Background: an optimization exercise with open tools, aiming at small area. Do not read the settings as production practice. The RTL was checked by simulation tests, not by an equivalence proof against the original design. Power is estimated from default activity; no workload was simulated.

File: run.sh
#!/bin/bash
# synth_recipe.tcl (not shown) runs the flow's synth.tcl, then flattens the netlist and writes it again
# the make line also repeats each setting of config.mk as NAME=value (left out here)
make -C /OpenROAD-flow-scripts/flow DESIGN_CONFIG=/design/flow/config.mk WORK_HOME=/design/flow/orfs CLKGATE_MAP_FILE= SYNTH_SCRIPT=/design/flow/synth_recipe.tcl finish
File: config.mk
export PLATFORM = sky130hd
export DESIGN_NAME = mem_responder
export DESIGN_NICKNAME = mem_responder
export VERILOG_FILES = /design/flow/design.v
export SDC_FILE = /design/flow/constraint.sdc
export NUM_CORES = 8
export LEC_CHECK = 0
export CAP_MARGIN = 20
export CELL_PAD_IN_SITES_DETAIL_PLACEMENT = 1
export CELL_PAD_IN_SITES_GLOBAL_PLACEMENT = 2
export CORE_MARGIN = 2
export CORE_UTILIZATION = 18
export PLACE_DENSITY = 0.25
export SLEW_MARGIN = 20
File: constraint.sdc
create_clock -name core_clock -period 8.0 [get_ports {clk}]
set_input_delay 1.6000 -clock core_clock [delete_from_list [all_inputs] [get_ports {clk}]]
set_output_delay 1.6000 -clock core_clock [all_outputs]
set_load 0.01 [all_outputs]
File: design.v
module mem_responder #(
  parameter int unsigned AW      = 8,
  parameter int unsigned DEPTH   = 256,
  parameter int unsigned LATENCY = 1
) (
  input  logic          clk,
  input  logic          rst,
  input  logic          if_req,
  input  logic [AW-1:0] if_addr,
  output logic          if_gnt,
  output logic          if_rvalid,
  output logic [31:0]   if_rdata,
  input  logic          d_req,
  input  logic          d_we,
  input  logic [1:0]    d_size,
  input  logic          d_signed,
  input  logic [AW-1:0] d_addr,
  input  logic [31:0]   d_wdata,
  output logic          d_gnt,
  output logic          d_rvalid,
  output logic [31:0]   d_rdata,
  output logic          d_err,
  output logic          busy
);
  typedef enum logic [1:0] {StIdle, StWait, StResp} state_e;
  localparam logic [3:0] LatM1 = (LATENCY == 0) ? 4'd0 : 4'(LATENCY - 1);
  state_e        state;
  logic [3:0]    wait_cnt;
  logic [7:0]    mem [DEPTH];
  logic          fetch_q;
  logic [AW-1:0] addr_q;
  logic          we_q;
  logic [1:0]    size_q;
  logic          signed_q;
  logic [31:0]   wdata_q;
  logic          cur_fetch;
  logic [AW-1:0] cur_addr;
  logic          cur_we;
  logic [1:0]    cur_size;
  logic          cur_signed;
  logic          cur_mis;
  logic [31:0]   rd_word;
  logic [31:0]   load_data;
  logic [31:0]   d_resp;
  int unsigned   nbytes;
  logic          unused_if_addr_lsb;
  assign unused_if_addr_lsb = if_addr[0];
  function automatic logic [AW-1:0] byte_idx(input logic [AW-1:0] a, input logic [31:0] i);
    logic [31:0] s;
    s = ({{(32-AW){1'b0}}, a} + i) % DEPTH;
    byte_idx = s[AW-1:0];
  endfunction
  assign d_gnt  = d_req & (state == StIdle);
  assign if_gnt = if_req & ~d_req & (state == StIdle);
  assign busy   = (state != StIdle);
  always_comb begin
    if (state == StIdle) begin
      cur_fetch  = ~d_req;
      cur_addr   = d_req ? d_addr : {if_addr[AW-1:1], 1'b0};
      cur_we     = d_req & d_we;
      cur_size   = d_size;
      cur_signed = d_signed;
    end else begin
      cur_fetch  = fetch_q;
      cur_addr   = addr_q;
      cur_we     = we_q;
      cur_size   = size_q;
      cur_signed = signed_q;
    end
  end
  assign cur_mis = ~cur_fetch & (((cur_size == 2'b01) & cur_addr[0]) |
                                 (cur_size[1] & (cur_addr[1:0] != 2'b00)));
  always_comb begin
    rd_word = '0;
    for (int i = 0; i < 4; i++) begin
      rd_word[8*i +: 8] = mem[byte_idx(cur_addr, i)];
    end
  end
  always_comb begin
    case (cur_size)
      2'b00:   load_data = {{24{cur_signed & rd_word[7]}}, rd_word[7:0]};
      2'b01:   load_data = {{16{cur_signed & rd_word[15]}}, rd_word[15:0]};
      default: load_data = rd_word;
    endcase
    d_resp = (cur_we | cur_mis) ? 32'd0 : load_data;
  end
  always_comb begin
    case (size_q)
      2'b00:   nbytes = 1;
      2'b01:   nbytes = 2;
      default: nbytes = 4;
    endcase
  end
  always_ff @(posedge clk) begin
    if (state == StResp && we_q && !fetch_q && !cur_mis) begin
      for (int i = 0; i < 4; i++) begin
        if (i < nbytes) mem[byte_idx(addr_q, i)] <= wdata_q[8*i +: 8];
      end
    end
  end
  always_ff @(posedge clk or negedge rst) begin
    if (!rst) begin
      state     <= StIdle;
      wait_cnt  <= 4'd0;
      fetch_q   <= 1'b0;
      addr_q    <= '0;
      we_q      <= 1'b0;
      size_q    <= 2'b00;
      signed_q  <= 1'b0;
      wdata_q   <= 32'd0;
      if_rvalid <= 1'b0;
      if_rdata  <= 32'd0;
      d_rvalid  <= 1'b0;
      d_rdata   <= 32'd0;
      d_err     <= 1'b0;
    end else begin
      if_rvalid <= 1'b0;
      if_rdata  <= 32'd0;
      d_rvalid  <= 1'b0;
      d_rdata   <= 32'd0;
      d_err     <= 1'b0;
      unique case (state)
        StIdle: begin
          if (d_gnt || if_gnt) begin
            fetch_q  <= cur_fetch;
            addr_q   <= cur_addr;
            we_q     <= cur_we;
            size_q   <= d_size;
            signed_q <= d_signed;
            wdata_q  <= d_wdata;
            wait_cnt <= 4'd0;
            if (LATENCY == 0) begin
              state     <= StResp;
              if_rvalid <= cur_fetch;
              if_rdata  <= cur_fetch ? rd_word : 32'd0;
              d_rvalid  <= ~cur_fetch;
              d_rdata   <= cur_fetch ? 32'd0 : d_resp;
              d_err     <= cur_mis;
            end else begin
              state <= StWait;
            end
          end
        end
        StWait: begin
          if (wait_cnt == LatM1) begin
            state     <= StResp;
            if_rvalid <= cur_fetch;
            if_rdata  <= cur_fetch ? rd_word : 32'd0;
            d_rvalid  <= ~cur_fetch;
            d_rdata   <= cur_fetch ? 32'd0 : d_resp;
            d_err     <= cur_mis;
          end else begin
            wait_cnt <= wait_cnt + 4'd1;
          end
        end
        StResp: begin
          state <= StIdle;
        end
        default: state <= StIdle;
      endcase
    end
  end
endmodule
==> run summary <==
cell usage in the layout (no fill, tap or decap), types with 32 or more instances in the layout:
| master | netlist | routed |
|---|---|---|
| mux2i_1 | 1452 | 1447 |
| nand4_1 | 95 | 95 |
| diode_2 | 0 | 277 |
| nor2_2 | 59 | 82 |
| buf_4 | 139 | 1536 |
| a311oi_1 | 1250 | 1222 |
| nor2_4 | 75 | 126 |
| edfxtp_1 | 2048 | 2048 |
| o211ai_1 | 221 | 221 |
| dfrtp_1 | 118 | 86 |
| a32oi_1 | 51 | 51 |
| clkdlybuf4s50_1 | 0 | 122 |
| nand2_1 | 7609 | 7566 |
| inv_1 | 50 | 49 |
| clkinv_1 | 1 | 70 |
| a21oi_1 | 366 | 353 |
| o22ai_1 | 37 | 33 |
| a21o_1 | 2051 | 2049 |
| nand3_1 | 2951 | 2937 |
| mux4_2 | 646 | 646 |
| a31oi_1 | 324 | 310 |
| clkbuf_16 | 0 | 365 |
| buf_12 | 3 | 305 |
| a211oi_1 | 1147 | 1119 |
| nor2_1 | 2697 | 2623 |
| o21ai_0 | 402 | 393 |
| and3_1 | 328 | 328 |
| clkinv_2 | 0 | 60 |
| clkbuf_1 | 2022 | 83 |
| o221ai_1 | 107 | 94 |
| nand3b_1 | 47 | 47 |
| dfrtp_4 | 0 | 32 |
flip-flops by register name, summed over array words and instances (netlist names):
register   flops
addr_q         8
d_err          1
d_rdata       32
d_rvalid       1
fetch_q        1
if_rdata      32
if_rvalid      1
mem         2048
signed_q       1
size_q         2
state          2
wait_cnt       4
wdata_q       32
we_q           1
power by group through the flow:
stage	clock, mW	sequential, mW	combinational, mW
floorplan	0	14.5	50.7
global placement	0	16.1	127
detailed placement	0	16.1	127
CTS	16.8	15.8	128
global route	17.0	15.8	131
finish	16.4	15.9	132
kinds of logic after synthesis:
kind of cell	count (synthesis)	share of synthesized area, %
AND/OR/NAND/NOR	14100	27.6
AO/OA/AOI/OAI	6228	21.8
buffers and inverters	3169	6.50
flip-flops	2166	30.1
multiplexers	2122	13.7
XOR/XNOR	46	0.195
adder cells (fa/ha/maj)	9	0.0526
stage by stage:
stage | instance area (um2) | worst slack [ns] | instances
after floorplan | 214000 | 1.23 | 27800
after global placement | 241000 | -0.833 | 42300
after detailed placement | 241000 | -0.530 | 42300
after CTS | 253000 | 0.624 | 43000
after global routing | 253000 | 0.432 | 43100
final | 253000 | 0.195 | 43300
synthesized netlist by cell type (65+ instances only):
| master | number |
|---|---|
| a211oi_1 | 1147 |
| a21o_1 | 2051 |
| a21oi_1 | 366 |
| a311oi_1 | 1250 |
| a31oi_1 | 324 |
| and3_1 | 328 |
| buf_1 | 182 |
| buf_2 | 695 |
| buf_4 | 139 |
| buf_6 | 65 |
| clkbuf_1 | 2022 |
| dfrtp_1 | 118 |
| edfxtp_1 | 2048 |
| mux2i_1 | 1452 |
| mux4_2 | 646 |
| nand2_1 | 7609 |
| nand3_1 | 2951 |
| nand4_1 | 95 |
| nor2_1 | 2697 |
| nor2_4 | 75 |
| o211ai_1 | 221 |
| o21ai_0 | 402 |
| o221ai_1 | 107 |
worst min path at each step:
stage / startpoint / to / slack, ns / cells after the start
finish: rst / wdata_q[7] / 0.48 / 1
global route: rst / wdata_q[7] / 0.49 / 1
CTS: rst / wdata_q[7] / 0.46 / 1
detailed placement: signed_q / signed_q / 0.50 / 2
global placement: signed_q / signed_q / 0.50 / 2
floorplan: signed_q / signed_q / 0.47 / 2
critical path, delay by kind of cell:
| kind | cells | cell delay, ns |
|---|---|---|
| fa+ha+maj | 1 | 0.20 |
| compound gates | 6 | 1.83 |
| buf+inv | 6 | 1.97 |
| xor+xnor | 1 | 0.36 |
| simple gates | 5 | 2.00 |
| mux | 1 | 0.40 |
layer usage:
layer	up-vias	part of all wire, %	track usage (%)
met4	82	5.1	16.5
met2	11200	43	54.7
li1	100000	-	-
met1	135000	45	48.9
met5	-	0.025	0
met3	2419	6.4	6.81
cell type report:
| type | count | area (um2) |
|---|---|---|
| fill | 139000 | 932000 |
| clock inverter | 187 | 1650 |
| antenna | 277 | 693 |
| multi-input combinational | 22500 | 138000 |
| tap | 15700 | 19600 |
| clock buffer | 460 | 9610 |
| inverter | 55 | 238 |
| sequential | 2166 | 64600 |
| timing repair buffer | 1976 | 19100 |
==> metrics.md <==
| Metric | Value |
|---|---|
| Status | `timing/DRC/antenna clean` |
| Detailed Routing Iterations Pass 1 | `6` |
| Fmax | `128 MHz` |
| DR iter-0 viols | `31,300` |
| Crit start category | `primary input` |
| Num CTS Buffers | `360` |
| Wirelength per Cell | `51.7 um` |
| Max stage delay on crit path | `between 0.7 and 0.8 ns` |
| Starting Density | `18.0%` |
| Synth unique cells | `110` |
| Global route total overflow | `0` |
| Row Count | `400` |
| Drt drc | `0` |
| Internal Power | `between 50 and 60 mW` |
| Post-CTS Setup Repair Bufs | `0` |
| Mapped Avg Cell Area | `between 7 and 8 um2` |
| Num ports | `126` |
| Pwr/cell area | `646 nW/um2` |
| Seq/Total Area, Yosys | `a little under a third` |
| Final clock skew | `around 0.13 ns` |
| Slew Limit Fails | `0` |
| CP cell instances | `clkdlybuf4s50_1, mux2_4, a21oi_4, inv_8, ha_4, and2_1, a221oi_2, xnor2_2, nor2_4, buf_12, nand3_1, and3_1, a221oi_1, nand3_1, buf_4, a32oi_1, buf_4, a221oi_1, buf_4, o21ba_1` |
| Total Nets Final | `around 27,000` |
| Pwr Total | `approximately 160 mW` |
| Core Area | `about 1,200,000 um2` |
| Worst-path clk slew | `roughly 0.050 ns` |
| Leakage | `approximately 97 nW` |
| Setup_tns | `0 ns` |
| Sink Count | `2,166` |
| Post-CTS Resized | `0` |
| Final design utilization | `21.4%` |
| Fin crit period | `roughly 7.8 ns` |
| RSZ-0062 raised after global routing | `no` |
| Layout cell share with drive strength beyond 1 | `roughly an eighth` |
| Combinational power share | `between 80% and 90%` |
| CP Max Fanout | `between 40 and 50` |
| First-pass GRT wire length | `around 2,800,000 um` |
| Root buffer cell | `clkbuf_16` |
| HPWL after DPL | `roughly 1,600,000 um` |
| DIE AREA | `1,200,000 um2` |
| Gate Count Post-Synth | `27,800` |
| Synth top area share | `between 20% and 30%` |
| Switching portion of total power | `65.9%` |
| Reg2reg start | `state[0]` |
| Hold Slack | `around 0.48 ns` |
| Primary FF master, synth | `edfxtp_1` |
| R2r endpoint | `if_rdata[30]` |
| DR vias/cell | `5.76` |
| R2r worst-path depth | `18` |
| CP most frequent cell | `buf_4` |
| Clock power frac | `10.0%` |
| CP startpoint | `if_addr[2]` |
| CP Data Required Time | `between 9 and 10 ns` |
| Clk latency of the worst-skew pair | `roughly 1.2 ns` |
| Psw | `between 100 and 150 mW` |
| Yosys reg bits | `2,166` |
| Netlist Area Pre-Place | `214,000 um2` |
| Yosys warns | `1` |
| Max_cap viols | `0` |
| Initial antenna violation count | `between 300 and 400` |
| Min-delay worst type | `in2async` |
| CTS tree | `done` |
| Tcrit/Tclk final | `just under 100%` |
| Crit path capture | `d_rdata[30]` |
| Vias in the first global route | `235,000` |
| Gr usage total | `roughly 36%` |
| GPL Wtd Cong | `0.930` |
| Area delta synth->final | `18.5%` |
| Worst Path Arrival | `a little under 9 ns` |
| Vias | `249,000` |
| Slew @ Worst Pin | `1.33 ns` |
| Die Y-Extent | `between 1000 and 1500 um` |
| Largest net degree at the start of global routing | `roughly 150` |
| Slew Limit Headroom | `between 10 and 15%` |
| Worst VDD drop | `0.666 mV` |
| Slowest cell on crit path | `nand3_1` |
| CP Capture Type | `flop` |
| Post-Syn Nets | `27,900` |
| Sequential power share | `under 10%` |
| CP Class | `in2reg` |
| Die Width | `about 1100 um` |
| Htree depth | `5` |
| Final Hold Fails | `0` |
| R2r setup slk | `between 0.3 and 0.4 ns` |
| Post-synth ARST share | `under 10%` |
| Area contributors post-synth | `edfxtp_1 29%, nand2_1 13%, a21o_1 7.2%` |
| CTS Hold Buffers Added | `0` |
| Cell taking the most area after synthesis | `edfxtp_1` |
| Final Setup Violations | `0` |
| Clock Path Buffers | `5` |
| Port Buffer Count | `124` |
| Routed wire length | `2,240,000 um` |
| Antenna-violating nets left | `0` |
| EDFF count, synth | `around 2,000` |

-- what the ideal ports hide --
In the flow no input, the clock included, has a driving cell. The finished layout below was timed again as built, in two steps.
Step 1 sets driving cells, clkbuf_16 on the clock port and buf_2 on the other inputs (assumed; they add their load-dependent delay and slew).
Step 2 moves the port delays by t, midway between the first and last clock arrival at a register: inputs arrive t later, outputs are due t later. That takes back most of the time a late clock gives input paths.
Slacks: no drivers / after step 1 / after step 2; pairs: no drivers / after step 1.
shift t [ns]: 1.312
setup WS [ns]: 0.195 / 0.327 / -0.984
worst setup path at the end: input to register
cell pins on the clock port's net: 1
Met with ideal ports but missed after step 2: setup timing in this run. For this run, drivers alone change the setup slack by +0.132 ns; drivers and shift together by -1.179 ns.
